Background: an optimization exercise with open tools, aiming at small area and a short achievable clock period. Do not read the settings as production practice.
In this exercise RTL edits were held to simulation tests only and were not proved equivalent to the original.
Power figures rest on the tool's default switching activity, not on a simulated workload.

--- design/flow/design.v ---
`timescale 1ns/1ps
package mulPkg;
	localparam int OpWidth   = 16;
	localparam int ProdWidth = 2 * OpWidth;
endpackage
`timescale 1ns/1ps
`timescale 1ns/1ps
module fullAdd (
	input  logic a,
	input  logic b,
	input  logic c,
	output logic s,
	output logic co
);
	assign s  = a ^ b ^ c;
	assign co = (a & b) | (a & c) | (b & c);
endmodule
module halfAdd (
	input  logic a,
	input  logic b,
	output logic s,
	output logic co
);
	assign s  = a ^ b;
	assign co = a & b;
endmodule
module boothEnc (
	input  logic [2:0] b,
	output logic       one,
	output logic       two,
	output logic       neg
);
	assign one = b[1] ^ b[0];
	assign two = (b[2] & ~b[1] & ~b[0]) | (~b[2] & b[1] & b[0]);
	assign neg = b[2];
endmodule
`timescale 1ns/1ps
`timescale 1ns/1ps
`timescale 1ns/1ps
`timescale 1ns/1ps
module wallaceMulTop (
	input  logic        clk,
	input  logic        arstN,
	input  logic        reqValid,
	input  logic [15:0] reqOpA,
	input  logic [15:0] reqOpB,
	output logic        respValid,
	output logic [31:0] respProduct
);
	logic        valid1_q;
	logic        valid2_q;
	logic [124:0] s1_d;
	logic [124:0] s1_q;
	logic [49:0] s2_d;
	logic [49:0] s2_q;
	logic [31:0] rowA;
	logic [31:0] rowB;
	logic [31:0] sum;
	always_ff @(posedge clk or negedge arstN) begin
		if (!arstN) begin
			valid1_q  <= 1'b0;
			valid2_q  <= 1'b0;
			respValid <= 1'b0;
		end else begin
			valid1_q  <= reqValid;
			valid2_q  <= valid1_q;
			respValid <= valid2_q;
		end
	end
	always_ff @(posedge clk) begin
		s1_q        <= s1_d;
		s2_q        <= s2_d;
		respProduct <= sum;
	end
	logic [16:0] bx;
	logic [7:0]  one;
	logic [7:0]  two;
	logic [7:0]  neg;
	assign bx = {reqOpB, 1'b0};
	for (genvar i = 0; i < 8; i++) begin : gEnc
		boothEnc uEnc (.b(bx[2*i+2:2*i]), .one(one[i]), .two(two[i]), .neg(neg[i]));
	end
	logic pp0_0;
	logic pp0_1;
	logic pp0_2;
	logic pp0_3;
	logic pp0_4;
	logic pp0_5;
	logic pp0_6;
	logic pp0_7;
	logic pp0_8;
	logic pp0_9;
	logic pp0_10;
	logic pp0_11;
	logic pp0_12;
	logic pp0_13;
	logic pp0_14;
	logic pp0_15;
	logic pp0_16;
	logic pp1_0;
	logic pp1_1;
	logic pp1_2;
	logic pp1_3;
	logic pp1_4;
	logic pp1_5;
	logic pp1_6;
	logic pp1_7;
	logic pp1_8;
	logic pp1_9;
	logic pp1_10;
	logic pp1_11;
	logic pp1_12;
	logic pp1_13;
	logic pp1_14;
	logic pp1_15;
	logic pp1_16;
	logic pp2_0;
	logic pp2_1;
	logic pp2_2;
	logic pp2_3;
	logic pp2_4;
	logic pp2_5;
	logic pp2_6;
	logic pp2_7;
	logic pp2_8;
	logic pp2_9;
	logic pp2_10;
	logic pp2_11;
	logic pp2_12;
	logic pp2_13;
	logic pp2_14;
	logic pp2_15;
	logic pp2_16;
	logic pp3_0;
	logic pp3_1;
	logic pp3_2;
	logic pp3_3;
	logic pp3_4;
	logic pp3_5;
	logic pp3_6;
	logic pp3_7;
	logic pp3_8;
	logic pp3_9;
	logic pp3_10;
	logic pp3_11;
	logic pp3_12;
	logic pp3_13;
	logic pp3_14;
	logic pp3_15;
	logic pp3_16;
	logic pp4_0;
	logic pp4_1;
	logic pp4_2;
	logic pp4_3;
	logic pp4_4;
	logic pp4_5;
	logic pp4_6;
	logic pp4_7;
	logic pp4_8;
	logic pp4_9;
	logic pp4_10;
	logic pp4_11;
	logic pp4_12;
	logic pp4_13;
	logic pp4_14;
	logic pp4_15;
	logic pp4_16;
	logic pp5_0;
	logic pp5_1;
	logic pp5_2;
	logic pp5_3;
	logic pp5_4;
	logic pp5_5;
	logic pp5_6;
	logic pp5_7;
	logic pp5_8;
	logic pp5_9;
	logic pp5_10;
	logic pp5_11;
	logic pp5_12;
	logic pp5_13;
	logic pp5_14;
	logic pp5_15;
	logic pp5_16;
	logic pp6_0;
	logic pp6_1;
	logic pp6_2;
	logic pp6_3;
	logic pp6_4;
	logic pp6_5;
	logic pp6_6;
	logic pp6_7;
	logic pp6_8;
	logic pp6_9;
	logic pp6_10;
	logic pp6_11;
	logic pp6_12;
	logic pp6_13;
	logic pp6_14;
	logic pp6_15;
	logic pp6_16;
	logic pp7_0;
	logic pp7_1;
	logic pp7_2;
	logic pp7_3;
	logic pp7_4;
	logic pp7_5;
	logic pp7_6;
	logic pp7_7;
	logic pp7_8;
	logic pp7_9;
	logic pp7_10;
	logic pp7_11;
	logic pp7_12;
	logic pp7_13;
	logic pp7_14;
	logic pp7_15;
	logic pp7_16;
	logic pp8_0;
	logic pp8_1;
	logic pp8_2;
	logic pp8_3;
	logic pp8_4;
	logic pp8_5;
	logic pp8_6;
	logic pp8_7;
	logic pp8_8;
	logic pp8_9;
	logic pp8_10;
	logic pp8_11;
	logic pp8_12;
	logic pp8_13;
	logic pp8_14;
	logic pp8_15;
	assign pp0_0 = (one[0] & reqOpA[0]) ^ neg[0];
	assign pp0_1 = ((one[0] & reqOpA[1]) | (two[0] & reqOpA[0])) ^ neg[0];
	assign pp0_2 = ((one[0] & reqOpA[2]) | (two[0] & reqOpA[1])) ^ neg[0];
	assign pp0_3 = ((one[0] & reqOpA[3]) | (two[0] & reqOpA[2])) ^ neg[0];
	assign pp0_4 = ((one[0] & reqOpA[4]) | (two[0] & reqOpA[3])) ^ neg[0];
	assign pp0_5 = ((one[0] & reqOpA[5]) | (two[0] & reqOpA[4])) ^ neg[0];
	assign pp0_6 = ((one[0] & reqOpA[6]) | (two[0] & reqOpA[5])) ^ neg[0];
	assign pp0_7 = ((one[0] & reqOpA[7]) | (two[0] & reqOpA[6])) ^ neg[0];
	assign pp0_8 = ((one[0] & reqOpA[8]) | (two[0] & reqOpA[7])) ^ neg[0];
	assign pp0_9 = ((one[0] & reqOpA[9]) | (two[0] & reqOpA[8])) ^ neg[0];
	assign pp0_10 = ((one[0] & reqOpA[10]) | (two[0] & reqOpA[9])) ^ neg[0];
	assign pp0_11 = ((one[0] & reqOpA[11]) | (two[0] & reqOpA[10])) ^ neg[0];
	assign pp0_12 = ((one[0] & reqOpA[12]) | (two[0] & reqOpA[11])) ^ neg[0];
	assign pp0_13 = ((one[0] & reqOpA[13]) | (two[0] & reqOpA[12])) ^ neg[0];
	assign pp0_14 = ((one[0] & reqOpA[14]) | (two[0] & reqOpA[13])) ^ neg[0];
	assign pp0_15 = ((one[0] & reqOpA[15]) | (two[0] & reqOpA[14])) ^ neg[0];
	assign pp0_16 = (two[0] & reqOpA[15]) ^ neg[0];
	assign pp1_0 = (one[1] & reqOpA[0]) ^ neg[1];
	assign pp1_1 = ((one[1] & reqOpA[1]) | (two[1] & reqOpA[0])) ^ neg[1];
	assign pp1_2 = ((one[1] & reqOpA[2]) | (two[1] & reqOpA[1])) ^ neg[1];
	assign pp1_3 = ((one[1] & reqOpA[3]) | (two[1] & reqOpA[2])) ^ neg[1];
	assign pp1_4 = ((one[1] & reqOpA[4]) | (two[1] & reqOpA[3])) ^ neg[1];
	assign pp1_5 = ((one[1] & reqOpA[5]) | (two[1] & reqOpA[4])) ^ neg[1];
	assign pp1_6 = ((one[1] & reqOpA[6]) | (two[1] & reqOpA[5])) ^ neg[1];
	assign pp1_7 = ((one[1] & reqOpA[7]) | (two[1] & reqOpA[6])) ^ neg[1];
	assign pp1_8 = ((one[1] & reqOpA[8]) | (two[1] & reqOpA[7])) ^ neg[1];
	assign pp1_9 = ((one[1] & reqOpA[9]) | (two[1] & reqOpA[8])) ^ neg[1];
	assign pp1_10 = ((one[1] & reqOpA[10]) | (two[1] & reqOpA[9])) ^ neg[1];
	assign pp1_11 = ((one[1] & reqOpA[11]) | (two[1] & reqOpA[10])) ^ neg[1];
	assign pp1_12 = ((one[1] & reqOpA[12]) | (two[1] & reqOpA[11])) ^ neg[1];
	assign pp1_13 = ((one[1] & reqOpA[13]) | (two[1] & reqOpA[12])) ^ neg[1];
	assign pp1_14 = ((one[1] & reqOpA[14]) | (two[1] & reqOpA[13])) ^ neg[1];
	assign pp1_15 = ((one[1] & reqOpA[15]) | (two[1] & reqOpA[14])) ^ neg[1];
	assign pp1_16 = (two[1] & reqOpA[15]) ^ neg[1];
	assign pp2_0 = (one[2] & reqOpA[0]) ^ neg[2];
	assign pp2_1 = ((one[2] & reqOpA[1]) | (two[2] & reqOpA[0])) ^ neg[2];
	assign pp2_2 = ((one[2] & reqOpA[2]) | (two[2] & reqOpA[1])) ^ neg[2];
	assign pp2_3 = ((one[2] & reqOpA[3]) | (two[2] & reqOpA[2])) ^ neg[2];
	assign pp2_4 = ((one[2] & reqOpA[4]) | (two[2] & reqOpA[3])) ^ neg[2];
	assign pp2_5 = ((one[2] & reqOpA[5]) | (two[2] & reqOpA[4])) ^ neg[2];
	assign pp2_6 = ((one[2] & reqOpA[6]) | (two[2] & reqOpA[5])) ^ neg[2];
	assign pp2_7 = ((one[2] & reqOpA[7]) | (two[2] & reqOpA[6])) ^ neg[2];
	assign pp2_8 = ((one[2] & reqOpA[8]) | (two[2] & reqOpA[7])) ^ neg[2];
	assign pp2_9 = ((one[2] & reqOpA[9]) | (two[2] & reqOpA[8])) ^ neg[2];
	assign pp2_10 = ((one[2] & reqOpA[10]) | (two[2] & reqOpA[9])) ^ neg[2];
	assign pp2_11 = ((one[2] & reqOpA[11]) | (two[2] & reqOpA[10])) ^ neg[2];
	assign pp2_12 = ((one[2] & reqOpA[12]) | (two[2] & reqOpA[11])) ^ neg[2];
	assign pp2_13 = ((one[2] & reqOpA[13]) | (two[2] & reqOpA[12])) ^ neg[2];
	assign pp2_14 = ((one[2] & reqOpA[14]) | (two[2] & reqOpA[13])) ^ neg[2];
	assign pp2_15 = ((one[2] & reqOpA[15]) | (two[2] & reqOpA[14])) ^ neg[2];
	assign pp2_16 = (two[2] & reqOpA[15]) ^ neg[2];
	assign pp3_0 = (one[3] & reqOpA[0]) ^ neg[3];
	assign pp3_1 = ((one[3] & reqOpA[1]) | (two[3] & reqOpA[0])) ^ neg[3];
	assign pp3_2 = ((one[3] & reqOpA[2]) | (two[3] & reqOpA[1])) ^ neg[3];
	assign pp3_3 = ((one[3] & reqOpA[3]) | (two[3] & reqOpA[2])) ^ neg[3];
	assign pp3_4 = ((one[3] & reqOpA[4]) | (two[3] & reqOpA[3])) ^ neg[3];
	assign pp3_5 = ((one[3] & reqOpA[5]) | (two[3] & reqOpA[4])) ^ neg[3];
	assign pp3_6 = ((one[3] & reqOpA[6]) | (two[3] & reqOpA[5])) ^ neg[3];
	assign pp3_7 = ((one[3] & reqOpA[7]) | (two[3] & reqOpA[6])) ^ neg[3];
	assign pp3_8 = ((one[3] & reqOpA[8]) | (two[3] & reqOpA[7])) ^ neg[3];
	assign pp3_9 = ((one[3] & reqOpA[9]) | (two[3] & reqOpA[8])) ^ neg[3];
	assign pp3_10 = ((one[3] & reqOpA[10]) | (two[3] & reqOpA[9])) ^ neg[3];
	assign pp3_11 = ((one[3] & reqOpA[11]) | (two[3] & reqOpA[10])) ^ neg[3];
	assign pp3_12 = ((one[3] & reqOpA[12]) | (two[3] & reqOpA[11])) ^ neg[3];
	assign pp3_13 = ((one[3] & reqOpA[13]) | (two[3] & reqOpA[12])) ^ neg[3];
	assign pp3_14 = ((one[3] & reqOpA[14]) | (two[3] & reqOpA[13])) ^ neg[3];
	assign pp3_15 = ((one[3] & reqOpA[15]) | (two[3] & reqOpA[14])) ^ neg[3];
	assign pp3_16 = (two[3] & reqOpA[15]) ^ neg[3];
	assign pp4_0 = (one[4] & reqOpA[0]) ^ neg[4];
	assign pp4_1 = ((one[4] & reqOpA[1]) | (two[4] & reqOpA[0])) ^ neg[4];
	assign pp4_2 = ((one[4] & reqOpA[2]) | (two[4] & reqOpA[1])) ^ neg[4];
	assign pp4_3 = ((one[4] & reqOpA[3]) | (two[4] & reqOpA[2])) ^ neg[4];
	assign pp4_4 = ((one[4] & reqOpA[4]) | (two[4] & reqOpA[3])) ^ neg[4];
	assign pp4_5 = ((one[4] & reqOpA[5]) | (two[4] & reqOpA[4])) ^ neg[4];
	assign pp4_6 = ((one[4] & reqOpA[6]) | (two[4] & reqOpA[5])) ^ neg[4];
	assign pp4_7 = ((one[4] & reqOpA[7]) | (two[4] & reqOpA[6])) ^ neg[4];
	assign pp4_8 = ((one[4] & reqOpA[8]) | (two[4] & reqOpA[7])) ^ neg[4];
	assign pp4_9 = ((one[4] & reqOpA[9]) | (two[4] & reqOpA[8])) ^ neg[4];
	assign pp4_10 = ((one[4] & reqOpA[10]) | (two[4] & reqOpA[9])) ^ neg[4];
	assign pp4_11 = ((one[4] & reqOpA[11]) | (two[4] & reqOpA[10])) ^ neg[4];
	assign pp4_12 = ((one[4] & reqOpA[12]) | (two[4] & reqOpA[11])) ^ neg[4];
	assign pp4_13 = ((one[4] & reqOpA[13]) | (two[4] & reqOpA[12])) ^ neg[4];
	assign pp4_14 = ((one[4] & reqOpA[14]) | (two[4] & reqOpA[13])) ^ neg[4];
	assign pp4_15 = ((one[4] & reqOpA[15]) | (two[4] & reqOpA[14])) ^ neg[4];
	assign pp4_16 = (two[4] & reqOpA[15]) ^ neg[4];
	assign pp5_0 = (one[5] & reqOpA[0]) ^ neg[5];
	assign pp5_1 = ((one[5] & reqOpA[1]) | (two[5] & reqOpA[0])) ^ neg[5];
	assign pp5_2 = ((one[5] & reqOpA[2]) | (two[5] & reqOpA[1])) ^ neg[5];
	assign pp5_3 = ((one[5] & reqOpA[3]) | (two[5] & reqOpA[2])) ^ neg[5];
	assign pp5_4 = ((one[5] & reqOpA[4]) | (two[5] & reqOpA[3])) ^ neg[5];
	assign pp5_5 = ((one[5] & reqOpA[5]) | (two[5] & reqOpA[4])) ^ neg[5];
	assign pp5_6 = ((one[5] & reqOpA[6]) | (two[5] & reqOpA[5])) ^ neg[5];
	assign pp5_7 = ((one[5] & reqOpA[7]) | (two[5] & reqOpA[6])) ^ neg[5];
	assign pp5_8 = ((one[5] & reqOpA[8]) | (two[5] & reqOpA[7])) ^ neg[5];
	assign pp5_9 = ((one[5] & reqOpA[9]) | (two[5] & reqOpA[8])) ^ neg[5];
	assign pp5_10 = ((one[5] & reqOpA[10]) | (two[5] & reqOpA[9])) ^ neg[5];
	assign pp5_11 = ((one[5] & reqOpA[11]) | (two[5] & reqOpA[10])) ^ neg[5];
	assign pp5_12 = ((one[5] & reqOpA[12]) | (two[5] & reqOpA[11])) ^ neg[5];
	assign pp5_13 = ((one[5] & reqOpA[13]) | (two[5] & reqOpA[12])) ^ neg[5];
	assign pp5_14 = ((one[5] & reqOpA[14]) | (two[5] & reqOpA[13])) ^ neg[5];
	assign pp5_15 = ((one[5] & reqOpA[15]) | (two[5] & reqOpA[14])) ^ neg[5];
	assign pp5_16 = (two[5] & reqOpA[15]) ^ neg[5];
	assign pp6_0 = (one[6] & reqOpA[0]) ^ neg[6];
	assign pp6_1 = ((one[6] & reqOpA[1]) | (two[6] & reqOpA[0])) ^ neg[6];
	assign pp6_2 = ((one[6] & reqOpA[2]) | (two[6] & reqOpA[1])) ^ neg[6];
	assign pp6_3 = ((one[6] & reqOpA[3]) | (two[6] & reqOpA[2])) ^ neg[6];
	assign pp6_4 = ((one[6] & reqOpA[4]) | (two[6] & reqOpA[3])) ^ neg[6];
	assign pp6_5 = ((one[6] & reqOpA[5]) | (two[6] & reqOpA[4])) ^ neg[6];
	assign pp6_6 = ((one[6] & reqOpA[6]) | (two[6] & reqOpA[5])) ^ neg[6];
	assign pp6_7 = ((one[6] & reqOpA[7]) | (two[6] & reqOpA[6])) ^ neg[6];
	assign pp6_8 = ((one[6] & reqOpA[8]) | (two[6] & reqOpA[7])) ^ neg[6];
	assign pp6_9 = ((one[6] & reqOpA[9]) | (two[6] & reqOpA[8])) ^ neg[6];
	assign pp6_10 = ((one[6] & reqOpA[10]) | (two[6] & reqOpA[9])) ^ neg[6];
	assign pp6_11 = ((one[6] & reqOpA[11]) | (two[6] & reqOpA[10])) ^ neg[6];
	assign pp6_12 = ((one[6] & reqOpA[12]) | (two[6] & reqOpA[11])) ^ neg[6];
	assign pp6_13 = ((one[6] & reqOpA[13]) | (two[6] & reqOpA[12])) ^ neg[6];
	assign pp6_14 = ((one[6] & reqOpA[14]) | (two[6] & reqOpA[13])) ^ neg[6];
	assign pp6_15 = ((one[6] & reqOpA[15]) | (two[6] & reqOpA[14])) ^ neg[6];
	assign pp6_16 = (two[6] & reqOpA[15]) ^ neg[6];
	assign pp7_0 = (one[7] & reqOpA[0]) ^ neg[7];
	assign pp7_1 = ((one[7] & reqOpA[1]) | (two[7] & reqOpA[0])) ^ neg[7];
	assign pp7_2 = ((one[7] & reqOpA[2]) | (two[7] & reqOpA[1])) ^ neg[7];
	assign pp7_3 = ((one[7] & reqOpA[3]) | (two[7] & reqOpA[2])) ^ neg[7];
	assign pp7_4 = ((one[7] & reqOpA[4]) | (two[7] & reqOpA[3])) ^ neg[7];
	assign pp7_5 = ((one[7] & reqOpA[5]) | (two[7] & reqOpA[4])) ^ neg[7];
	assign pp7_6 = ((one[7] & reqOpA[6]) | (two[7] & reqOpA[5])) ^ neg[7];
	assign pp7_7 = ((one[7] & reqOpA[7]) | (two[7] & reqOpA[6])) ^ neg[7];
	assign pp7_8 = ((one[7] & reqOpA[8]) | (two[7] & reqOpA[7])) ^ neg[7];
	assign pp7_9 = ((one[7] & reqOpA[9]) | (two[7] & reqOpA[8])) ^ neg[7];
	assign pp7_10 = ((one[7] & reqOpA[10]) | (two[7] & reqOpA[9])) ^ neg[7];
	assign pp7_11 = ((one[7] & reqOpA[11]) | (two[7] & reqOpA[10])) ^ neg[7];
	assign pp7_12 = ((one[7] & reqOpA[12]) | (two[7] & reqOpA[11])) ^ neg[7];
	assign pp7_13 = ((one[7] & reqOpA[13]) | (two[7] & reqOpA[12])) ^ neg[7];
	assign pp7_14 = ((one[7] & reqOpA[14]) | (two[7] & reqOpA[13])) ^ neg[7];
	assign pp7_15 = ((one[7] & reqOpA[15]) | (two[7] & reqOpA[14])) ^ neg[7];
	assign pp7_16 = (two[7] & reqOpA[15]) ^ neg[7];
	assign pp8_0 = reqOpA[0] & reqOpB[15];
	assign pp8_1 = reqOpA[1] & reqOpB[15];
	assign pp8_2 = reqOpA[2] & reqOpB[15];
	assign pp8_3 = reqOpA[3] & reqOpB[15];
	assign pp8_4 = reqOpA[4] & reqOpB[15];
	assign pp8_5 = reqOpA[5] & reqOpB[15];
	assign pp8_6 = reqOpA[6] & reqOpB[15];
	assign pp8_7 = reqOpA[7] & reqOpB[15];
	assign pp8_8 = reqOpA[8] & reqOpB[15];
	assign pp8_9 = reqOpA[9] & reqOpB[15];
	assign pp8_10 = reqOpA[10] & reqOpB[15];
	assign pp8_11 = reqOpA[11] & reqOpB[15];
	assign pp8_12 = reqOpA[12] & reqOpB[15];
	assign pp8_13 = reqOpA[13] & reqOpB[15];
	assign pp8_14 = reqOpA[14] & reqOpB[15];
	assign pp8_15 = reqOpA[15] & reqOpB[15];
	logic xs1;
	logic xc2;
	logic xs3;
	logic xc4;
	logic xs5;
	logic xc6;
	logic xs7;
	logic xc8;
	logic xs9;
	logic xc10;
	logic xs11;
	logic xc12;
	logic xs13;
	logic xc14;
	logic xs15;
	logic xc16;
	logic xs17;
	logic xc18;
	logic xs19;
	logic xc20;
	logic xs21;
	logic xc22;
	logic xs23;
	logic xc24;
	logic xs25;
	logic xc26;
	logic xs27;
	logic xc28;
	logic xs29;
	logic xc30;
	logic xs31;
	logic xc32;
	logic xs33;
	logic xc34;
	logic xs35;
	logic xc36;
	logic xs37;
	logic xc38;
	logic xs39;
	logic xc40;
	logic xs41;
	logic xc42;
	logic xs43;
	logic xc44;
	logic xs45;
	logic xc46;
	logic xs47;
	logic xc48;
	logic xs49;
	logic xc50;
	logic xs51;
	logic xc52;
	logic xs53;
	logic xc54;
	logic xs55;
	logic xc56;
	logic xs57;
	logic xc58;
	logic xs59;
	logic xc60;
	logic xs61;
	logic xc62;
	logic xs63;
	logic xc64;
	logic xs65;
	logic xc66;
	logic xs67;
	logic xc68;
	logic xs69;
	logic xc70;
	logic xs71;
	logic xc72;
	logic xs73;
	logic xc74;
	logic xs75;
	logic xc76;
	logic xs77;
	logic xc78;
	logic xs79;
	logic xc80;
	logic xs81;
	logic xc82;
	logic xs83;
	logic xc84;
	logic xs85;
	logic xc86;
	logic xs87;
	logic xc88;
	logic xs89;
	logic xc90;
	logic xs91;
	logic xc92;
	logic xs93;
	logic xc94;
	logic xs95;
	logic xc96;
	logic xs97;
	logic xc98;
	logic xs99;
	logic xc100;
	logic xs101;
	logic xc102;
	logic xs103;
	logic xc104;
	logic xs105;
	logic xc106;
	logic xs107;
	logic xc108;
	logic xs109;
	logic xc110;
	logic xs111;
	logic xc112;
	halfAdd uxs1 (.a(neg[0]), .b(pp0_0), .s(xs1), .co(xc2));
	halfAdd uxs3 (.a(pp0_1), .b(xc2), .s(xs3), .co(xc4));
	fullAdd uxs5 (.a(neg[1]), .b(pp0_2), .c(pp1_0), .s(xs5), .co(xc6));
	halfAdd uxs7 (.a(pp0_3), .b(pp1_1), .s(xs7), .co(xc8));
	fullAdd uxs9 (.a(neg[2]), .b(pp0_4), .c(pp1_2), .s(xs9), .co(xc10));
	halfAdd uxs11 (.a(pp2_0), .b(xc8), .s(xs11), .co(xc12));
	fullAdd uxs13 (.a(pp0_5), .b(pp1_3), .c(pp2_1), .s(xs13), .co(xc14));
	fullAdd uxs15 (.a(neg[3]), .b(pp0_6), .c(pp1_4), .s(xs15), .co(xc16));
	fullAdd uxs17 (.a(pp0_7), .b(pp1_5), .c(pp2_3), .s(xs17), .co(xc18));
	fullAdd uxs19 (.a(neg[4]), .b(pp0_8), .c(pp1_6), .s(xs19), .co(xc20));
	fullAdd uxs21 (.a(pp2_4), .b(pp3_2), .c(pp4_0), .s(xs21), .co(xc22));
	fullAdd uxs23 (.a(pp0_9), .b(pp1_7), .c(pp2_5), .s(xs23), .co(xc24));
	fullAdd uxs25 (.a(neg[5]), .b(pp0_10), .c(pp1_8), .s(xs25), .co(xc26));
	fullAdd uxs27 (.a(pp2_6), .b(pp3_4), .c(pp4_2), .s(xs27), .co(xc28));
	fullAdd uxs29 (.a(pp0_11), .b(pp1_9), .c(pp2_7), .s(xs29), .co(xc30));
	fullAdd uxs31 (.a(pp3_5), .b(pp4_3), .c(pp5_1), .s(xs31), .co(xc32));
	fullAdd uxs33 (.a(neg[6]), .b(pp0_12), .c(pp1_10), .s(xs33), .co(xc34));
	fullAdd uxs35 (.a(pp2_8), .b(pp3_6), .c(pp4_4), .s(xs35), .co(xc36));
	fullAdd uxs37 (.a(pp0_13), .b(pp1_11), .c(pp2_9), .s(xs37), .co(xc38));
	fullAdd uxs39 (.a(pp3_7), .b(pp4_5), .c(pp5_3), .s(xs39), .co(xc40));
	fullAdd uxs41 (.a(neg[7]), .b(pp0_14), .c(pp1_12), .s(xs41), .co(xc42));
	fullAdd uxs43 (.a(pp2_10), .b(pp3_8), .c(pp4_6), .s(xs43), .co(xc44));
	fullAdd uxs45 (.a(pp5_4), .b(pp6_2), .c(pp7_0), .s(xs45), .co(xc46));
	fullAdd uxs47 (.a(pp0_15), .b(pp1_13), .c(pp2_11), .s(xs47), .co(xc48));
	fullAdd uxs49 (.a(pp3_9), .b(pp4_7), .c(pp5_5), .s(xs49), .co(xc50));
	fullAdd uxs51 (.a(pp8_0), .b(pp0_16), .c(pp1_14), .s(xs51), .co(xc52));
	fullAdd uxs53 (.a(pp2_12), .b(pp3_10), .c(pp4_8), .s(xs53), .co(xc54));
	fullAdd uxs55 (.a(pp5_6), .b(pp6_4), .c(pp7_2), .s(xs55), .co(xc56));
	fullAdd uxs57 (.a(pp8_1), .b(neg[0]), .c(pp1_15), .s(xs57), .co(xc58));
	fullAdd uxs59 (.a(pp2_13), .b(pp3_11), .c(pp4_9), .s(xs59), .co(xc60));
	fullAdd uxs61 (.a(pp5_7), .b(pp6_5), .c(pp7_3), .s(xs61), .co(xc62));
	fullAdd uxs63 (.a(pp8_2), .b(neg[0]), .c(pp1_16), .s(xs63), .co(xc64));
	fullAdd uxs65 (.a(pp2_14), .b(pp3_12), .c(pp4_10), .s(xs65), .co(xc66));
	fullAdd uxs67 (.a(pp5_8), .b(pp6_6), .c(pp7_4), .s(xs67), .co(xc68));
	fullAdd uxs69 (.a(pp8_3), .b(~neg[0]), .c(~neg[1]), .s(xs69), .co(xc70));
	fullAdd uxs71 (.a(pp2_15), .b(pp3_13), .c(pp4_11), .s(xs71), .co(xc72));
	fullAdd uxs73 (.a(pp5_9), .b(pp6_7), .c(pp7_5), .s(xs73), .co(xc74));
	assign xs75 = ~(pp8_4 ^ xc70);
	assign xc76 = pp8_4 | xc70;
	fullAdd uxs77 (.a(pp2_16), .b(pp3_14), .c(pp4_12), .s(xs77), .co(xc78));
	fullAdd uxs79 (.a(pp5_10), .b(pp6_8), .c(pp7_6), .s(xs79), .co(xc80));
	fullAdd uxs81 (.a(pp8_5), .b(~neg[2]), .c(pp3_15), .s(xs81), .co(xc82));
	fullAdd uxs83 (.a(pp4_13), .b(pp5_11), .c(pp6_9), .s(xs83), .co(xc84));
	assign xs85 = ~(pp8_6 ^ pp3_16);
	assign xc86 = pp8_6 | pp3_16;
	fullAdd uxs87 (.a(pp4_14), .b(pp5_12), .c(pp6_10), .s(xs87), .co(xc88));
	fullAdd uxs89 (.a(pp8_7), .b(~neg[3]), .c(pp4_15), .s(xs89), .co(xc90));
	fullAdd uxs91 (.a(pp5_13), .b(pp6_11), .c(pp7_9), .s(xs91), .co(xc92));
	assign xs93 = ~(pp8_8 ^ pp4_16);
	assign xc94 = pp8_8 | pp4_16;
	fullAdd uxs95 (.a(pp5_14), .b(pp6_12), .c(pp7_10), .s(xs95), .co(xc96));
	fullAdd uxs97 (.a(pp8_9), .b(~neg[4]), .c(pp5_15), .s(xs97), .co(xc98));
	assign xs99 = ~(pp8_10 ^ pp5_16);
	assign xc100 = pp8_10 | pp5_16;
	fullAdd uxs101 (.a(pp8_11), .b(~neg[5]), .c(pp6_15), .s(xs101), .co(xc102));
	halfAdd uxs103 (.a(pp7_13), .b(xc100), .s(xs103), .co(xc104));
	assign xs105 = ~(pp8_12 ^ pp6_16);
	assign xc106 = pp8_12 | pp6_16;
	fullAdd uxs107 (.a(pp8_13), .b(~neg[6]), .c(pp7_15), .s(xs107), .co(xc108));
	assign xs109 = ~(pp8_14 ^ pp7_16);
	assign xc110 = pp8_14 | pp7_16;
	halfAdd uxs111 (.a(pp8_15), .b(~neg[7]), .s(xs111), .co(xc112));
	assign s1_d[0] = xs1;  
	assign s1_d[1] = xs3;  
	assign s1_d[2] = xc4;  
	assign s1_d[3] = xs5;  
	assign s1_d[4] = xs7;  
	assign s1_d[5] = xc6;  
	assign s1_d[6] = xs9;  
	assign s1_d[7] = xs11;  
	assign s1_d[8] = xc10;  
	assign s1_d[9] = xc12;  
	assign s1_d[10] = xs13;  
	assign s1_d[11] = pp2_2;  
	assign s1_d[12] = pp3_0;  
	assign s1_d[13] = xc14;  
	assign s1_d[14] = xs15;  
	assign s1_d[15] = pp3_1;  
	assign s1_d[16] = xc16;  
	assign s1_d[17] = xs17;  
	assign s1_d[18] = xc18;  
	assign s1_d[19] = xs19;  
	assign s1_d[20] = xs21;  
	assign s1_d[21] = pp3_3;  
	assign s1_d[22] = pp4_1;  
	assign s1_d[23] = xc20;  
	assign s1_d[24] = xc22;  
	assign s1_d[25] = xs23;  
	assign s1_d[26] = pp5_0;  
	assign s1_d[27] = xc24;  
	assign s1_d[28] = xs25;  
	assign s1_d[29] = xs27;  
	assign s1_d[30] = xc26;  
	assign s1_d[31] = xc28;  
	assign s1_d[32] = xs29;  
	assign s1_d[33] = xs31;  
	assign s1_d[34] = pp5_2;  
	assign s1_d[35] = pp6_0;  
	assign s1_d[36] = xc30;  
	assign s1_d[37] = xc32;  
	assign s1_d[38] = xs33;  
	assign s1_d[39] = xs35;  
	assign s1_d[40] = pp6_1;  
	assign s1_d[41] = xc34;  
	assign s1_d[42] = xc36;  
	assign s1_d[43] = xs37;  
	assign s1_d[44] = xs39;  
	assign s1_d[45] = xc38;  
	assign s1_d[46] = xc40;  
	assign s1_d[47] = xs41;  
	assign s1_d[48] = xs43;  
	assign s1_d[49] = xs45;  
	assign s1_d[50] = pp6_3;  
	assign s1_d[51] = pp7_1;  
	assign s1_d[52] = xc42;  
	assign s1_d[53] = xc44;  
	assign s1_d[54] = xc46;  
	assign s1_d[55] = xs47;  
	assign s1_d[56] = xs49;  
	assign s1_d[57] = xc48;  
	assign s1_d[58] = xc50;  
	assign s1_d[59] = xs51;  
	assign s1_d[60] = xs53;  
	assign s1_d[61] = xs55;  
	assign s1_d[62] = xc52;  
	assign s1_d[63] = xc54;  
	assign s1_d[64] = xc56;  
	assign s1_d[65] = xs57;  
	assign s1_d[66] = xs59;  
	assign s1_d[67] = xs61;  
	assign s1_d[68] = xc58;  
	assign s1_d[69] = xc60;  
	assign s1_d[70] = xc62;  
	assign s1_d[71] = xs63;  
	assign s1_d[72] = xs65;  
	assign s1_d[73] = xs67;  
	assign s1_d[74] = xs69;  
	assign s1_d[75] = xc64;  
	assign s1_d[76] = xc66;  
	assign s1_d[77] = xc68;  
	assign s1_d[78] = xs71;  
	assign s1_d[79] = xs73;  
	assign s1_d[80] = xs75;  
	assign s1_d[81] = xc72;  
	assign s1_d[82] = xc74;  
	assign s1_d[83] = xs77;  
	assign s1_d[84] = xs79;  
	assign s1_d[85] = pp7_7;  
	assign s1_d[86] = xc76;  
	assign s1_d[87] = xc78;  
	assign s1_d[88] = xc80;  
	assign s1_d[89] = xs81;  
	assign s1_d[90] = xs83;  
	assign s1_d[91] = pp7_8;  
	assign s1_d[92] = xs85;  
	assign s1_d[93] = xc82;  
	assign s1_d[94] = xc84;  
	assign s1_d[95] = xs87;  
	assign s1_d[96] = xc86;  
	assign s1_d[97] = xc88;  
	assign s1_d[98] = xs89;  
	assign s1_d[99] = xs91;  
	assign s1_d[100] = xs93;  
	assign s1_d[101] = xc90;  
	assign s1_d[102] = xc92;  
	assign s1_d[103] = xs95;  
	assign s1_d[104] = pp6_13;  
	assign s1_d[105] = pp7_11;  
	assign s1_d[106] = xc94;  
	assign s1_d[107] = xc96;  
	assign s1_d[108] = xs97;  
	assign s1_d[109] = pp6_14;  
	assign s1_d[110] = pp7_12;  
	assign s1_d[111] = xs99;  
	assign s1_d[112] = xc98;  
	assign s1_d[113] = xs101;  
	assign s1_d[114] = xs103;  
	assign s1_d[115] = pp7_14;  
	assign s1_d[116] = xs105;  
	assign s1_d[117] = xc102;  
	assign s1_d[118] = xc104;  
	assign s1_d[119] = xc106;  
	assign s1_d[120] = xs107;  
	assign s1_d[121] = xs109;  
	assign s1_d[122] = xc108;  
	assign s1_d[123] = xs111;  
	assign s1_d[124] = xc110;  
	logic ys113;
	logic yc114;
	logic ys115;
	logic yc116;
	logic ys117;
	logic yc118;
	logic ys119;
	logic yc120;
	logic ys121;
	logic yc122;
	logic ys123;
	logic yc124;
	logic ys125;
	logic yc126;
	logic ys127;
	logic yc128;
	logic ys129;
	logic yc130;
	logic ys131;
	logic yc132;
	logic ys133;
	logic yc134;
	logic ys135;
	logic yc136;
	logic ys137;
	logic yc138;
	logic ys139;
	logic yc140;
	logic ys141;
	logic yc142;
	logic ys143;
	logic yc144;
	logic ys145;
	logic yc146;
	logic ys147;
	logic yc148;
	logic ys149;
	logic yc150;
	logic ys151;
	logic yc152;
	logic ys153;
	logic yc154;
	logic ys155;
	logic yc156;
	logic ys157;
	logic yc158;
	logic ys159;
	logic yc160;
	logic ys161;
	logic yc162;
	logic ys163;
	logic yc164;
	logic ys165;
	logic yc166;
	logic ys167;
	logic yc168;
	logic ys169;
	logic yc170;
	logic ys171;
	logic yc172;
	logic ys173;
	logic yc174;
	logic ys175;
	logic yc176;
	logic ys177;
	logic yc178;
	logic ys179;
	logic yc180;
	logic ys181;
	logic yc182;
	logic ys183;
	logic yc184;
	logic ys185;
	logic yc186;
	logic ys187;
	logic yc188;
	logic ys189;
	logic yc190;
	logic ys191;
	logic yc192;
	logic ys193;
	logic yc194;
	logic ys195;
	logic yc196;
	logic ys197;
	logic yc198;
	logic ys199;
	logic yc200;
	logic ys201;
	logic yc202;
	logic ys203;
	logic yc204;
	logic ys205;
	logic yc206;
	logic ys207;
	logic yc208;
	logic ys209;
	logic yc210;
	logic ys211;
	logic yc212;
	logic ys213;
	logic yc214;
	logic ys215;
	logic yc216;
	logic ys217;
	logic yc218;
	logic ys219;
	logic yc220;
	logic ys221;
	logic yc222;
	logic ys223;
	logic yc224;
	logic ys225;
	logic yc226;
	logic ys227;
	logic yc228;
	logic ys229;
	logic yc230;
	logic ys231;
	logic yc232;
	logic ys233;
	logic yc234;
	logic ys235;
	logic yc236;
	logic ys237;
	logic yc238;
	logic ys239;
	logic yc240;
	logic ys241;
	logic yc242;
	logic ys243;
	logic yc244;
	logic ys245;
	logic yc246;
	logic ys247;
	logic yc248;
	logic ys249;
	logic yc250;
	logic ys251;
	logic yc252;
	logic ys253;
	logic yc254;
	logic ys255;
	logic yc256;
	logic ys257;
	logic yc258;
	logic ys259;
	logic yc260;
	logic ys261;
	logic yc262;
	logic ys263;
	logic yc264;
	logic ys265;
	logic yc266;
	logic ys267;
	logic yc268;
	logic ys269;
	logic yc270;
	logic ys271;
	logic yc272;
	logic ys273;
	logic yc274;
	logic ys275;
	logic yc276;
	logic ys277;
	logic yc278;
	logic ys279;
	logic yc280;
	logic ys281;
	logic yc282;
	logic ys283;
	logic yc284;
	halfAdd uys113 (.a(s1_q[2]), .b(s1_q[3]), .s(ys113), .co(yc114));
	fullAdd uys115 (.a(s1_q[4]), .b(s1_q[5]), .c(yc114), .s(ys115), .co(yc116));
	fullAdd uys117 (.a(s1_q[6]), .b(s1_q[7]), .c(yc116), .s(ys117), .co(yc118));
	fullAdd uys119 (.a(s1_q[8]), .b(s1_q[9]), .c(s1_q[10]), .s(ys119), .co(yc120));
	halfAdd uys121 (.a(ys119), .b(yc118), .s(ys121), .co(yc122));
	fullAdd uys123 (.a(s1_q[11]), .b(s1_q[12]), .c(s1_q[13]), .s(ys123), .co(yc124));
	fullAdd uys125 (.a(s1_q[14]), .b(yc120), .c(ys123), .s(ys125), .co(yc126));
	halfAdd uys127 (.a(ys125), .b(yc122), .s(ys127), .co(yc128));
	fullAdd uys129 (.a(s1_q[15]), .b(s1_q[16]), .c(s1_q[17]), .s(ys129), .co(yc130));
	fullAdd uys131 (.a(yc124), .b(ys129), .c(yc126), .s(ys131), .co(yc132));
	halfAdd uys133 (.a(ys131), .b(yc128), .s(ys133), .co(yc134));
	fullAdd uys135 (.a(s1_q[18]), .b(s1_q[19]), .c(s1_q[20]), .s(ys135), .co(yc136));
	fullAdd uys137 (.a(yc130), .b(ys135), .c(yc132), .s(ys137), .co(yc138));
	fullAdd uys139 (.a(s1_q[21]), .b(s1_q[22]), .c(s1_q[23]), .s(ys139), .co(yc140));
	fullAdd uys141 (.a(s1_q[24]), .b(s1_q[25]), .c(yc136), .s(ys141), .co(yc142));
	halfAdd uys143 (.a(ys139), .b(ys141), .s(ys143), .co(yc144));
	fullAdd uys145 (.a(s1_q[26]), .b(s1_q[27]), .c(s1_q[28]), .s(ys145), .co(yc146));
	fullAdd uys147 (.a(s1_q[29]), .b(yc140), .c(ys145), .s(ys147), .co(yc148));
	fullAdd uys149 (.a(yc142), .b(ys147), .c(yc144), .s(ys149), .co(yc150));
	fullAdd uys151 (.a(s1_q[30]), .b(s1_q[31]), .c(s1_q[32]), .s(ys151), .co(yc152));
	fullAdd uys153 (.a(s1_q[33]), .b(yc146), .c(ys151), .s(ys153), .co(yc154));
	halfAdd uys155 (.a(yc148), .b(ys153), .s(ys155), .co(yc156));
	fullAdd uys157 (.a(s1_q[34]), .b(s1_q[35]), .c(s1_q[36]), .s(ys157), .co(yc158));
	fullAdd uys159 (.a(s1_q[37]), .b(s1_q[38]), .c(s1_q[39]), .s(ys159), .co(yc160));
	fullAdd uys161 (.a(yc152), .b(ys157), .c(ys159), .s(ys161), .co(yc162));
	fullAdd uys163 (.a(yc154), .b(ys161), .c(yc156), .s(ys163), .co(yc164));
	fullAdd uys165 (.a(s1_q[40]), .b(s1_q[41]), .c(s1_q[42]), .s(ys165), .co(yc166));
	fullAdd uys167 (.a(s1_q[43]), .b(s1_q[44]), .c(yc158), .s(ys167), .co(yc168));
	fullAdd uys169 (.a(yc160), .b(ys165), .c(yc162), .s(ys169), .co(yc170));
	halfAdd uys171 (.a(ys167), .b(ys169), .s(ys171), .co(yc172));
	fullAdd uys173 (.a(s1_q[45]), .b(s1_q[46]), .c(s1_q[47]), .s(ys173), .co(yc174));
	fullAdd uys175 (.a(s1_q[48]), .b(s1_q[49]), .c(yc166), .s(ys175), .co(yc176));
	fullAdd uys177 (.a(ys173), .b(yc168), .c(ys175), .s(ys177), .co(yc178));
	halfAdd uys179 (.a(yc170), .b(ys177), .s(ys179), .co(yc180));
	fullAdd uys181 (.a(s1_q[50]), .b(s1_q[51]), .c(s1_q[52]), .s(ys181), .co(yc182));
	fullAdd uys183 (.a(s1_q[53]), .b(s1_q[54]), .c(s1_q[55]), .s(ys183), .co(yc184));
	fullAdd uys185 (.a(s1_q[56]), .b(yc174), .c(ys181), .s(ys185), .co(yc186));
	fullAdd uys187 (.a(ys183), .b(yc176), .c(ys185), .s(ys187), .co(yc188));
	halfAdd uys189 (.a(yc178), .b(ys187), .s(ys189), .co(yc190));
	fullAdd uys191 (.a(s1_q[57]), .b(s1_q[58]), .c(s1_q[59]), .s(ys191), .co(yc192));
	fullAdd uys193 (.a(s1_q[60]), .b(s1_q[61]), .c(yc182), .s(ys193), .co(yc194));
	fullAdd uys195 (.a(yc184), .b(ys191), .c(yc186), .s(ys195), .co(yc196));
	fullAdd uys197 (.a(ys193), .b(yc188), .c(ys195), .s(ys197), .co(yc198));
	fullAdd uys199 (.a(s1_q[62]), .b(s1_q[63]), .c(s1_q[64]), .s(ys199), .co(yc200));
	fullAdd uys201 (.a(s1_q[65]), .b(s1_q[66]), .c(s1_q[67]), .s(ys201), .co(yc202));
	fullAdd uys203 (.a(yc192), .b(ys199), .c(ys201), .s(ys203), .co(yc204));
	fullAdd uys205 (.a(yc194), .b(ys203), .c(yc196), .s(ys205), .co(yc206));
	fullAdd uys207 (.a(s1_q[68]), .b(s1_q[69]), .c(s1_q[70]), .s(ys207), .co(yc208));
	fullAdd uys209 (.a(s1_q[71]), .b(s1_q[72]), .c(s1_q[73]), .s(ys209), .co(yc210));
	fullAdd uys211 (.a(yc200), .b(yc202), .c(ys207), .s(ys211), .co(yc212));
	fullAdd uys213 (.a(ys209), .b(yc204), .c(ys211), .s(ys213), .co(yc214));
	fullAdd uys215 (.a(s1_q[74]), .b(s1_q[75]), .c(s1_q[76]), .s(ys215), .co(yc216));
	fullAdd uys217 (.a(s1_q[77]), .b(s1_q[78]), .c(s1_q[79]), .s(ys217), .co(yc218));
	fullAdd uys219 (.a(yc208), .b(yc210), .c(ys215), .s(ys219), .co(yc220));
	fullAdd uys221 (.a(ys217), .b(yc212), .c(ys219), .s(ys221), .co(yc222));
	fullAdd uys223 (.a(s1_q[80]), .b(s1_q[81]), .c(s1_q[82]), .s(ys223), .co(yc224));
	fullAdd uys225 (.a(s1_q[83]), .b(s1_q[84]), .c(yc216), .s(ys225), .co(yc226));
	fullAdd uys227 (.a(yc218), .b(ys223), .c(yc220), .s(ys227), .co(yc228));
	fullAdd uys229 (.a(ys225), .b(yc222), .c(ys227), .s(ys229), .co(yc230));
	fullAdd uys231 (.a(s1_q[85]), .b(s1_q[86]), .c(s1_q[87]), .s(ys231), .co(yc232));
	fullAdd uys233 (.a(s1_q[88]), .b(s1_q[89]), .c(s1_q[90]), .s(ys233), .co(yc234));
	fullAdd uys235 (.a(yc224), .b(ys231), .c(ys233), .s(ys235), .co(yc236));
	fullAdd uys237 (.a(yc226), .b(ys235), .c(yc228), .s(ys237), .co(yc238));
	fullAdd uys239 (.a(s1_q[91]), .b(s1_q[92]), .c(s1_q[93]), .s(ys239), .co(yc240));
	fullAdd uys241 (.a(s1_q[94]), .b(s1_q[95]), .c(yc232), .s(ys241), .co(yc242));
	fullAdd uys243 (.a(yc234), .b(ys239), .c(yc236), .s(ys243), .co(yc244));
	halfAdd uys245 (.a(ys241), .b(ys243), .s(ys245), .co(yc246));
	fullAdd uys247 (.a(s1_q[96]), .b(s1_q[97]), .c(s1_q[98]), .s(ys247), .co(yc248));
	fullAdd uys249 (.a(s1_q[99]), .b(yc240), .c(ys247), .s(ys249), .co(yc250));
	fullAdd uys251 (.a(yc242), .b(ys249), .c(yc244), .s(ys251), .co(yc252));
	fullAdd uys253 (.a(s1_q[100]), .b(s1_q[101]), .c(s1_q[102]), .s(ys253), .co(yc254));
	fullAdd uys255 (.a(s1_q[103]), .b(yc248), .c(ys253), .s(ys255), .co(yc256));
	halfAdd uys257 (.a(yc250), .b(ys255), .s(ys257), .co(yc258));
	fullAdd uys259 (.a(s1_q[104]), .b(s1_q[105]), .c(s1_q[106]), .s(ys259), .co(yc260));
	fullAdd uys261 (.a(s1_q[107]), .b(s1_q[108]), .c(yc254), .s(ys261), .co(yc262));
	fullAdd uys263 (.a(ys259), .b(yc256), .c(ys261), .s(ys263), .co(yc264));
	fullAdd uys265 (.a(s1_q[109]), .b(s1_q[110]), .c(s1_q[111]), .s(ys265), .co(yc266));
	fullAdd uys267 (.a(s1_q[112]), .b(yc260), .c(ys265), .s(ys267), .co(yc268));
	fullAdd uys269 (.a(yc262), .b(ys267), .c(yc264), .s(ys269), .co(yc270));
	fullAdd uys271 (.a(s1_q[113]), .b(s1_q[114]), .c(yc266), .s(ys271), .co(yc272));
	halfAdd uys273 (.a(yc268), .b(ys271), .s(ys273), .co(yc274));
	fullAdd uys275 (.a(s1_q[115]), .b(s1_q[116]), .c(s1_q[117]), .s(ys275), .co(yc276));
	fullAdd uys277 (.a(s1_q[118]), .b(ys275), .c(yc272), .s(ys277), .co(yc278));
	fullAdd uys279 (.a(s1_q[119]), .b(s1_q[120]), .c(yc276), .s(ys279), .co(yc280));
	fullAdd uys281 (.a(s1_q[121]), .b(s1_q[122]), .c(yc280), .s(ys281), .co(yc282));
	fullAdd uys283 (.a(s1_q[123]), .b(s1_q[124]), .c(yc282), .s(ys283), .co(yc284));
	assign s2_d[0] = s1_q[0];  
	assign s2_d[1] = s1_q[1];  
	assign s2_d[2] = ys113;  
	assign s2_d[3] = ys115;  
	assign s2_d[4] = ys117;  
	assign s2_d[5] = ys121;  
	assign s2_d[6] = ys127;  
	assign s2_d[7] = ys133;  
	assign s2_d[8] = yc134;  
	assign s2_d[9] = ys137;  
	assign s2_d[10] = ys143;  
	assign s2_d[11] = yc138;  
	assign s2_d[12] = ys149;  
	assign s2_d[13] = ys155;  
	assign s2_d[14] = yc150;  
	assign s2_d[15] = ys163;  
	assign s2_d[16] = yc164;  
	assign s2_d[17] = ys171;  
	assign s2_d[18] = yc172;  
	assign s2_d[19] = ys179;  
	assign s2_d[20] = yc180;  
	assign s2_d[21] = ys189;  
	assign s2_d[22] = yc190;  
	assign s2_d[23] = ys197;  
	assign s2_d[24] = yc198;  
	assign s2_d[25] = ys205;  
	assign s2_d[26] = ys213;  
	assign s2_d[27] = yc206;  
	assign s2_d[28] = yc214;  
	assign s2_d[29] = ys221;  
	assign s2_d[30] = ys229;  
	assign s2_d[31] = yc230;  
	assign s2_d[32] = ys237;  
	assign s2_d[33] = yc238;  
	assign s2_d[34] = ys245;  
	assign s2_d[35] = yc246;  
	assign s2_d[36] = ys251;  
	assign s2_d[37] = ys257;  
	assign s2_d[38] = yc252;  
	assign s2_d[39] = yc258;  
	assign s2_d[40] = ys263;  
	assign s2_d[41] = ys269;  
	assign s2_d[42] = ys273;  
	assign s2_d[43] = yc270;  
	assign s2_d[44] = yc274;  
	assign s2_d[45] = ys277;  
	assign s2_d[46] = ys279;  
	assign s2_d[47] = yc278;  
	assign s2_d[48] = ys281;  
	assign s2_d[49] = ys283;  
	assign rowA[0] = s2_q[0];
	assign rowB[0] = 1'b0;
	assign rowA[1] = s2_q[1];
	assign rowB[1] = 1'b0;
	assign rowA[2] = s2_q[2];
	assign rowB[2] = 1'b0;
	assign rowA[3] = s2_q[3];
	assign rowB[3] = 1'b0;
	assign rowA[4] = s2_q[4];
	assign rowB[4] = 1'b0;
	assign rowA[5] = s2_q[5];
	assign rowB[5] = 1'b0;
	assign rowA[6] = s2_q[6];
	assign rowB[6] = 1'b0;
	assign rowA[7] = s2_q[7];
	assign rowB[7] = 1'b0;
	assign rowA[8] = s2_q[8];
	assign rowB[8] = s2_q[9];
	assign rowA[9] = s2_q[10];
	assign rowB[9] = s2_q[11];
	assign rowA[10] = s2_q[12];
	assign rowB[10] = 1'b0;
	assign rowA[11] = s2_q[13];
	assign rowB[11] = s2_q[14];
	assign rowA[12] = s2_q[15];
	assign rowB[12] = 1'b0;
	assign rowA[13] = s2_q[16];
	assign rowB[13] = s2_q[17];
	assign rowA[14] = s2_q[18];
	assign rowB[14] = s2_q[19];
	assign rowA[15] = s2_q[20];
	assign rowB[15] = s2_q[21];
	assign rowA[16] = s2_q[22];
	assign rowB[16] = s2_q[23];
	assign rowA[17] = s2_q[24];
	assign rowB[17] = s2_q[25];
	assign rowA[18] = s2_q[26];
	assign rowB[18] = s2_q[27];
	assign rowA[19] = s2_q[28];
	assign rowB[19] = s2_q[29];
	assign rowA[20] = s2_q[30];
	assign rowB[20] = 1'b0;
	assign rowA[21] = s2_q[31];
	assign rowB[21] = s2_q[32];
	assign rowA[22] = s2_q[33];
	assign rowB[22] = s2_q[34];
	assign rowA[23] = s2_q[35];
	assign rowB[23] = s2_q[36];
	assign rowA[24] = s2_q[37];
	assign rowB[24] = s2_q[38];
	assign rowA[25] = s2_q[39];
	assign rowB[25] = s2_q[40];
	assign rowA[26] = s2_q[41];
	assign rowB[26] = 1'b0;
	assign rowA[27] = s2_q[42];
	assign rowB[27] = s2_q[43];
	assign rowA[28] = s2_q[44];
	assign rowB[28] = s2_q[45];
	assign rowA[29] = s2_q[46];
	assign rowB[29] = s2_q[47];
	assign rowA[30] = s2_q[48];
	assign rowB[30] = 1'b0;
	assign rowA[31] = s2_q[49];
	assign rowB[31] = 1'b0;
	assign sum = rowA + rowB;
endmodule
--- design/flow/flow/run.sh ---
#!/bin/bash
# The standard layout (standard.sh, unchanged synthesis) with two changes:
# the port buffers are plain buf_2 cells instead of the delay buffers that
# buffer_ports picks by default, and the clock tree is built from clkbuf_8 cells without dummy loads.
set -euo pipefail
export BUFFER_PORTS_ARGS="-buffer_cell sky130_fd_sc_hd__buf_2"
export CTS_ARGS="-sink_clustering_enable -repair_clock_nets -buf_list sky130_fd_sc_hd__clkbuf_8 -dont_use_dummy_load -sink_clustering_size 14 -sink_clustering_max_diameter 100"
bash standard.sh > standard.log 2>&1
--- design/flow/standard.sh ---
#!/bin/bash
# synth_recipe.tcl (not shown) runs the flow's synth.tcl, then flattens the netlist and writes it again
# the make line also repeats each setting of config.mk as NAME=value (left out here)
make -C /OpenROAD-flow-scripts/flow DESIGN_CONFIG=/design/flow/config.mk WORK_HOME=/design/flow/orfs CLKGATE_MAP_FILE= SYNTH_SCRIPT=/design/flow/synth_recipe.tcl "${@:-finish}"
--- design/flow/config.mk ---
export PLATFORM = sky130hd
export DESIGN_NAME = wallaceMulTop
export DESIGN_NICKNAME = wallaceMulTop
export VERILOG_FILES = /design/flow/design.v
export SDC_FILE = /design/flow/constraint.sdc
export NUM_CORES = 4
export LEC_CHECK = 0
export ABC_CLOCK_PERIOD_IN_PS = 2500
export CAP_MARGIN = 20
export CORE_MARGIN = 2
export CORE_UTILIZATION = 60
export SETUP_SLACK_MARGIN = 2.3
export SLEW_MARGIN = 20
export SYNTH_HIERARCHICAL = 1
--- design/flow/constraint.sdc ---
create_clock -name core_clock -period 4.3 [get_ports {clk}]
set_input_delay 0.8600 -clock core_clock [delete_from_list [all_inputs] [get_ports {clk}]]
set_output_delay 0.8600 -clock core_clock [all_outputs]
set_load 0.01 [all_outputs]
==> impl_metrics.toml, run 1 <==
[logic_synthesis]
synth_area_leaders = "dfxtp_1, fa_1, xnor2_1"
synth_top_family_by_area = "adder cells"
yosysTopAreaCell = "dfxtp_1"
async_reset_ff_frac = 0.01429
synth_area_per_cell_um2 = 11.69
synth_fa_ha_area_frac = 0.2646
synth-xor-area-share = 0.1299
synth_cell_types = 53
yosysWarnings = 7
synth_compound_area_frac = 0.1313
syn-cell-area_um2 = 10990
post-synth-top-count-cell = "dfxtp_1"
synth_top_area_frac = 0.3771
synth_edf_count = 0
netlist_top_cells_count = "dfxtp_1, xnor2_1, a22oi_1, fa_1, clkbuf_1"
ys_seq_area_frac = 0.3840
ys_ff_latch = 210
netlist_instances = 940
synthMuxAreaShare = 0.0009110
synth_top_flop_cell = "dfxtp_1"
synthSimpleGateAreaFrac = 0.04532

[route]
wl_met1_um = 11650
drcViolationCount = 0
drt_iter0_markers = 473
route.met2.wl_um = 12330
ant_nets = 0
routedWlPerCell_um = 21.71
dr_wl_met3_um = 1976
route.vias.total = 7354
highest_layer = "met4"
first_pass_iters = 5
routed_wirelength_um = 26540
vias_per_cell = 6.018

[floorplanning]
die_w_um = 139.3
die_area_um2 = 19410
start_util = 0.6117
die_h_um = 139.3
rows = 49
num_io_pins = 68
core_area_um2 = 17960

[timing]
hold_viol = 0
finClkSkew_ns = 0.02846
fmax_mhz = 424.4
setup-tns-final_ns = 0
slew_headroom = 0.6488
setup_violations = 0
worst_pin_slew_ns = 0.5268
timing.final.crit_share = 0.5480
rsz0062_at_grt = "yes"
setup_ws_ns = 1.944
final-max-slew-violation-count = 0
fin_crit_ns = 2.356

[placement]
hpwl_um = 17050
routabilityCongestion = 0.8558
pre_cts_ws_ns = 0.8308
port_buffers = 67

[critical_path]
critPathArrivalTime_ns = 2.73
worst_path_max_delay_cell = "fa_2"
r2r_end = "s2_q[30]"
worstPathMaxFanout = 1
path_common_cell = "fa_2"
worstPathCellList = "fa_1 > fa_2 > fa_2 > fa_2"
startpoint_type = "flop"
cp_top_family = "adder cells"
worst-path-buf-inv = 0
critPathKind = "reg -> reg"
slowest_delay_ns = 0.55
critPathCaptureType = "flop"
worstReg2RegStart = "s1_q[74]"
cp.required_ns = 4.67
r2r_cells = 4
regToRegSetupSlack_ns = 1.94

[global_route]
track_usage = 0.2622
grt_pass1_wl_um = 40480
grt_overflow = 0
antenna_found_initial = 0
grt_pass1_vias = 7561
grt_max_degree = 29

[clock_tree]
root_buffer = "clkbuf_8"
cts_tree = "done"
clk-insertion-delay-late_ns = 0.51
cts_made_buffers = 18
cts.sinks = 210
clk_pin_slew_worst_paths_ns = 0.09
cts_hold_buf = 0
htree_levels = 1
cts_buffer_depth = 3

[pwr]
power_density_nw_per_um2 = 677.9
p_leak_nw = 5.115
peakVddDrop_uv = 557.9

[final_layout]
nets = 1191
num_antenna_cells = 0
synthToLayoutAreaGrowth_pct = 19.12
layout-drive-gt1-share = 0.3192

[run_status]
outcome = "timing/DRC/antenna clean"

[job]
cap_violations = 0

[hold_path]
hold_path_class = "in -> async"
[metal layers]
| metal | vias up | GRT usage |
|---|---|---|
| li1 | 3250 | - |
| met1 | 3682 | 0.3761 |
| met2 | 363 | 0.4226 |
| met3 | 59 | 0.03441 |
| met4 | 0 | 0.07549 |
| met5 | - | 0 |
[area by class of cell]
| class | count | area [um2] |
|---|---|---|
| Inverter | 27 | 103.9 |
| Fill cell | 1206 | 4875 |
| Sequential cell | 210 | 4238 |
| Clock buffer | 18 | 247.7 |
| Tap cell | 229 | 286.5 |
| Multi-Input combinational cell | 615 | 7107 |
| Timing Repair Buffer | 123 | 1106 |
[Yosys stat by module (local to each module, per instance)]
module,cells,flip-flops and latches,copies in the design,area (um2)
boothEnc,5,0,8,38.79
halfAdd,1,0,18,12.51
fullAdd,1,0,118,20.02
wallaceMulTop,764,210,1,8090
[worst max path at each step]
| stage | start | endpoint | slack, ns | depth (start not counted) |
|---|---|---|---|---|
| after global routing | s1_q[74] | s2_q[30] | 1.91 | 4 |
| after floorplan | reqOpB[8] | s1_q[29] | 2.03 | 7 |
| after CTS | s1_q[74] | s2_q[30] | 1.96 | 4 |
| after global placement | reqOpB[1] | s1_q[32] | 0.91 | 6 |
| after detailed placement | reqOpB[1] | s1_q[43] | 0.83 | 6 |
| final | s1_q[74] | s2_q[30] | 1.94 | 4 |
[cell families after synthesis]
kind of cell               Yosys count
DFF                                210
AOI/OAI and AO/OA                  186
xor gates and xnor gates           163
adders and majority gates          161
buffers and inverters              117
and+or+nand+nor                    101
other                                1
muxes                                1
[state kept, by name, indices dropped and copies added (netlist names)]
name / cells
s1_q: 125
respProduct: 32
respValid: 1
s2_q: 50
valid2_q: 1
valid1_q: 1
[cells in the final DEF (no fill, tap or decap), types with 3 or more instances in the layout]
master     instances
a21o_1             4
a21oi_1           14
a22oi_1           87
a22oi_2           33
and2_1             9
buf_12             7
buf_16             4
buf_2             59
buf_4             31
buf_6             12
buf_8              3
clkbuf_16          4
clkbuf_8          18
conb_1             3
dfrtp_1            3
dfxtp_1          192
dfxtp_2           15
fa_1              69
fa_2              50
ha_1              27
ha_2               6
ha_4               9
inv_1             25
nand2_1           41
nand2_4            3
nand2b_4           8
nand4_1            5
nor2_1            15
o211ai_1           4
o21ai_0            7
o22ai_2            3
o22ai_4            6
xnor2_1          131
xnor2_2           16
xor2_1            14
[stage by stage]
step | utilization | instances | power (W) | hold WS, ns | area (um2)
5_1_grt | 0.7286 | 1222 | 0.009569 | 0.1239 | 13090
2_1_floorplan | - | 942 | 0.006030 | 0.3096 | 11740
4_1_cts | 0.6976 | 1201 | 0.008552 | 0.1112 | 12530
3_3_place_gp | 0.6512 | 1165 | 0.007085 | 0.3103 | 11700
3_5_place_dp | 0.6512 | 1165 | 0.007247 | 0.3121 | 11700
6_report | 0.7286 | 1222 | 0.008873 | 0.1335 | 13090
[worst reg2reg max path: stages (launching register included)]
cell,delay (ns)
dfxtp_2,0.34
fa_1,0.52
fa_2,0.41
fa_2,0.55
fa_2,0.42
[where the power goes]
part	switching [W]	internal [W]
Clock	0.000607	0.000377
Combinational	0.00251	0.00224
Sequential	0.000375	0.00276
Total	0.00349	0.00538
[what timing repair did]
action | CTS | global route
buffers inserted | 16 | 17
pin swaps | 29 | 38
gates cloned | 2 | 4
endpoints found under the setup margin | 140 | 73
gates resized for setup | 90 | 54
==> run 2: changes to the inputs <==
--- a/design/flow/config.mk
+++ b/design/flow/config.mk
@@ -11,3 +11,3 @@
 export CORE_UTILIZATION = 60
-export SETUP_SLACK_MARGIN = 2.3
+export SETUP_SLACK_MARGIN = 1.9
 export SLEW_MARGIN = 20
==> impl_metrics.toml, run 2 <==
[run_status]
outcome = "timing/DRC/antenna clean"

[timing]
worst_pin_slew_ns = 0.6292
slew_headroom = 0.5771
final-max-slew-violation-count = 0
timing.final.crit_share = 0.5504
fmax_mhz = 422.5
setup_violations = 0
hold_ws_ns = 0.1182
fin_crit_ns = 2.367
finClkSkew_ns = 0.01450
hold_viol = 0
rsz0062_at_grt = "yes"
setup-tns-final_ns = 0

[clock_tree]
cts_made_buffers = 18
clk-insertion-delay-late_ns = 0.52
cts.sinks = 210
htree_levels = 1
clk_pin_slew_worst_paths_ns = 0.09
cts_tree = "done"
cts_buffer_depth = 3
cts_hold_buf = 0
root_buffer = "clkbuf_8"

[critical_path]
critPathCaptureType = "flop"
startpoint_type = "flop"
r2r_end = "respProduct[28]"
critPathArrivalTime_ns = 2.80
cp.required_ns = 4.74
worstPathMaxFanout = 3
crit_end = "respProduct[28]"
critPathKind = "reg -> reg"
cp-startpoint = "s2_q[9]"
r2r_cells = 7
regToRegSetupSlack_ns = 1.93
worstReg2RegStart = "s2_q[9]"

[pwr]
p_leak_nw = 4.713
peakVddDrop_uv = 439.5
power_density_nw_per_um2 = 681.5

[route]
drt_iter0_markers = 586
ant_nets = 0
vias_per_cell = 5.913
route.vias.total = 7037
drcViolationCount = 0
routed_wirelength_um = 24890
first_pass_iters = 5
routedWlPerCell_um = 20.92

[global_route]
grt_pass1_vias = 7442
antenna_found_initial = 0
track_usage = 0.2594
grt_max_degree = 35
grt_pass1_wl_um = 39730
grt_overflow = 0

[logic_synthesis]
async_reset_ff_frac = 0.01429
ys_ff_latch = 210
syn-cell-area_um2 = 10990
synth_area_per_cell_um2 = 11.69
netlist_instances = 940
synth_top_area_frac = 0.3771
ys_seq_area_frac = 0.3840
synth_area_leaders = "dfxtp_1, fa_1, xnor2_1"
yosysTopAreaCell = "dfxtp_1"
post-synth-top-count-cell = "dfxtp_1"
synth_edf_count = 0
synth_cell_types = 53
netlist_top_cells_count = "dfxtp_1, xnor2_1, a22oi_1, fa_1, clkbuf_1"
synth_top_flop_cell = "dfxtp_1"
yosysWarnings = 7

[placement]
hpwl_um = 17210
port_buffers = 67
routabilityCongestion = 0.8321
dp.cells = 1159

[final_layout]
final_common_cell = "dfxtp_1"
nets = 1159
final_cells = 1190
largest_reg_flops = 125
top_register = "s1_q"
layout-drive-gt1-share = 0.1342
largest_registers = "s1_q: 125 flops, s2_q: 50 flops, respProduct: 32 flops"
synthToLayoutAreaGrowth_pct = 7.652
final_cell_mix = "dfxtp_1, xnor2_1, a22oi_1, fa_1, buf_2"
multi_input_area_um2 = 6369
num_antenna_cells = 0
seq_area_um2 = 4219
nFillCells = 1439

[floorplanning]
rows = 49
die_area_um2 = 19410
start_util = 0.6117
die_w_um = 139.3
core_area_um2 = 17960
num_io_pins = 68
die_h_um = 139.3

[job]
cap_violations = 0

[hold_path]
hold_path_class = "in -> async"
## run 2: cell counts after synthesis
No cell type changed its count.
## run 2: critical path: stages, from the launching register on
cell and delay (ns):
dfxtp_1 0.33, ha_1 0.25, fa_1 0.28, a311oi_1 0.13
nor4_2 0.56, o221ai_1 0.35, a21oi_2 0.23, xor2_1 0.15
## run 2: metrics by stage
step	setup slack [ns]	util	instance area [um2]	total power, W
floorplan	1.903	-	11010	0.005879
global placement	0.9577	0.6303	11320	0.006909
detailed placement	0.8828	0.6303	11320	0.007063
CTS	1.905	0.6517	11710	0.008079
global route	1.866	0.6585	11830	0.008801
finish	1.933	0.6585	11830	0.008062
## run 2: cell type report
cell class	instances	share of cell area
flip-flops and latches	210	0.3567
repair buffers	91	0.05120
inverters	27	0.008568
well taps	229	0.02422
multi-input cells	615	0.5384
clock buffers	18	0.02094
## run 2: timing repair
action                     CTS  global route
setup buffers                6             7
setup endpoints to repair   97            48
resized for setup           13             2
pin swaps                    2             5
gates cloned                 0             0
## run 2: power by group
part           switching, W  total [W]  internal [W]
logic               0.00219    0.00396       0.00177
clock network      0.000612   0.000989      0.000377
registers          0.000356    0.00311       0.00275
total               0.00316    0.00806       0.00490
## run 2: worst min-delay path by stage
stage / startpoint / to / slack [ns] / depth (start not counted)
2_1_floorplan: s2_q[0] / respProduct[0] / 0.31 / 0
4_1_cts: arstN / respValid / 0.1 / 1
3_5_place_dp: s2_q[0] / respProduct[0] / 0.31 / 0
6_report: arstN / respValid / 0.12 / 1
5_1_grt: arstN / respValid / 0.1 / 1
3_3_place_gp: s2_q[7] / respProduct[7] / 0.31 / 0
## run 2: layer usage
layer / track usage / up-vias / wire, um
met3: 0.06297 / 48 / 2315
met5: 0 / - / 0
li1: - / 3167 / -
met4: 0.08453 / 0 / 589
met1: 0.3701 / 3504 / 10910
met2: 0.3937 / 318 / 11070
## run 2: kinds of logic (layout without fill, tap and decap cells)
kind of cell,after synthesis,after routing,synth area share
and+or+nand+nor,101,101,0.04532
AOI/OAI and AO/OA,186,186,0.1313
DFF,210,210,0.3840
muxes,1,1,0.0009110
xor gates and xnor gates,163,163,0.1299
other,1,3,0.0003413
adders and majority gates,161,161,0.2646
buffers and inverters,117,136,0.04361
## run 2: modules after synthesis (local to each module, per instance)
module	times used	area (um2)
boothEnc	8	38.79
fullAdd	118	20.02
wallaceMulTop	1	8090
halfAdd	18	12.51

==> separate check: timing with driven ports <==
Ports are ideal in the flow. The routed layouts listed here were re-timed in OpenROAD. Step 1: set_driving_cell puts a clkbuf_16 on clk and a buf_2 on each other input, an assumption about the parent block. Step 2 also shifts input and output timing later by t, the mid clock arrival at the registers, as if the neighbouring blocks saw the same clock. a / b / c = ideal ports / drivers / drivers and shift; a / b = the first two.
| run | shift t [ns] | setup slack, ns | pins driven straight from the clock port |
|---|---|---|---|
| run 1 | 0.540 | 1.944 / 1.944 / 1.671 | 1 |
| run 2 | 0.551 | 1.933 / 1.933 / 1.495 | 1 |
After both steps every run listed still meets setup and hold. For run 2, which loses most, drivers alone change the setup slack by 0.000 ns; drivers and shift together by -0.438 ns.
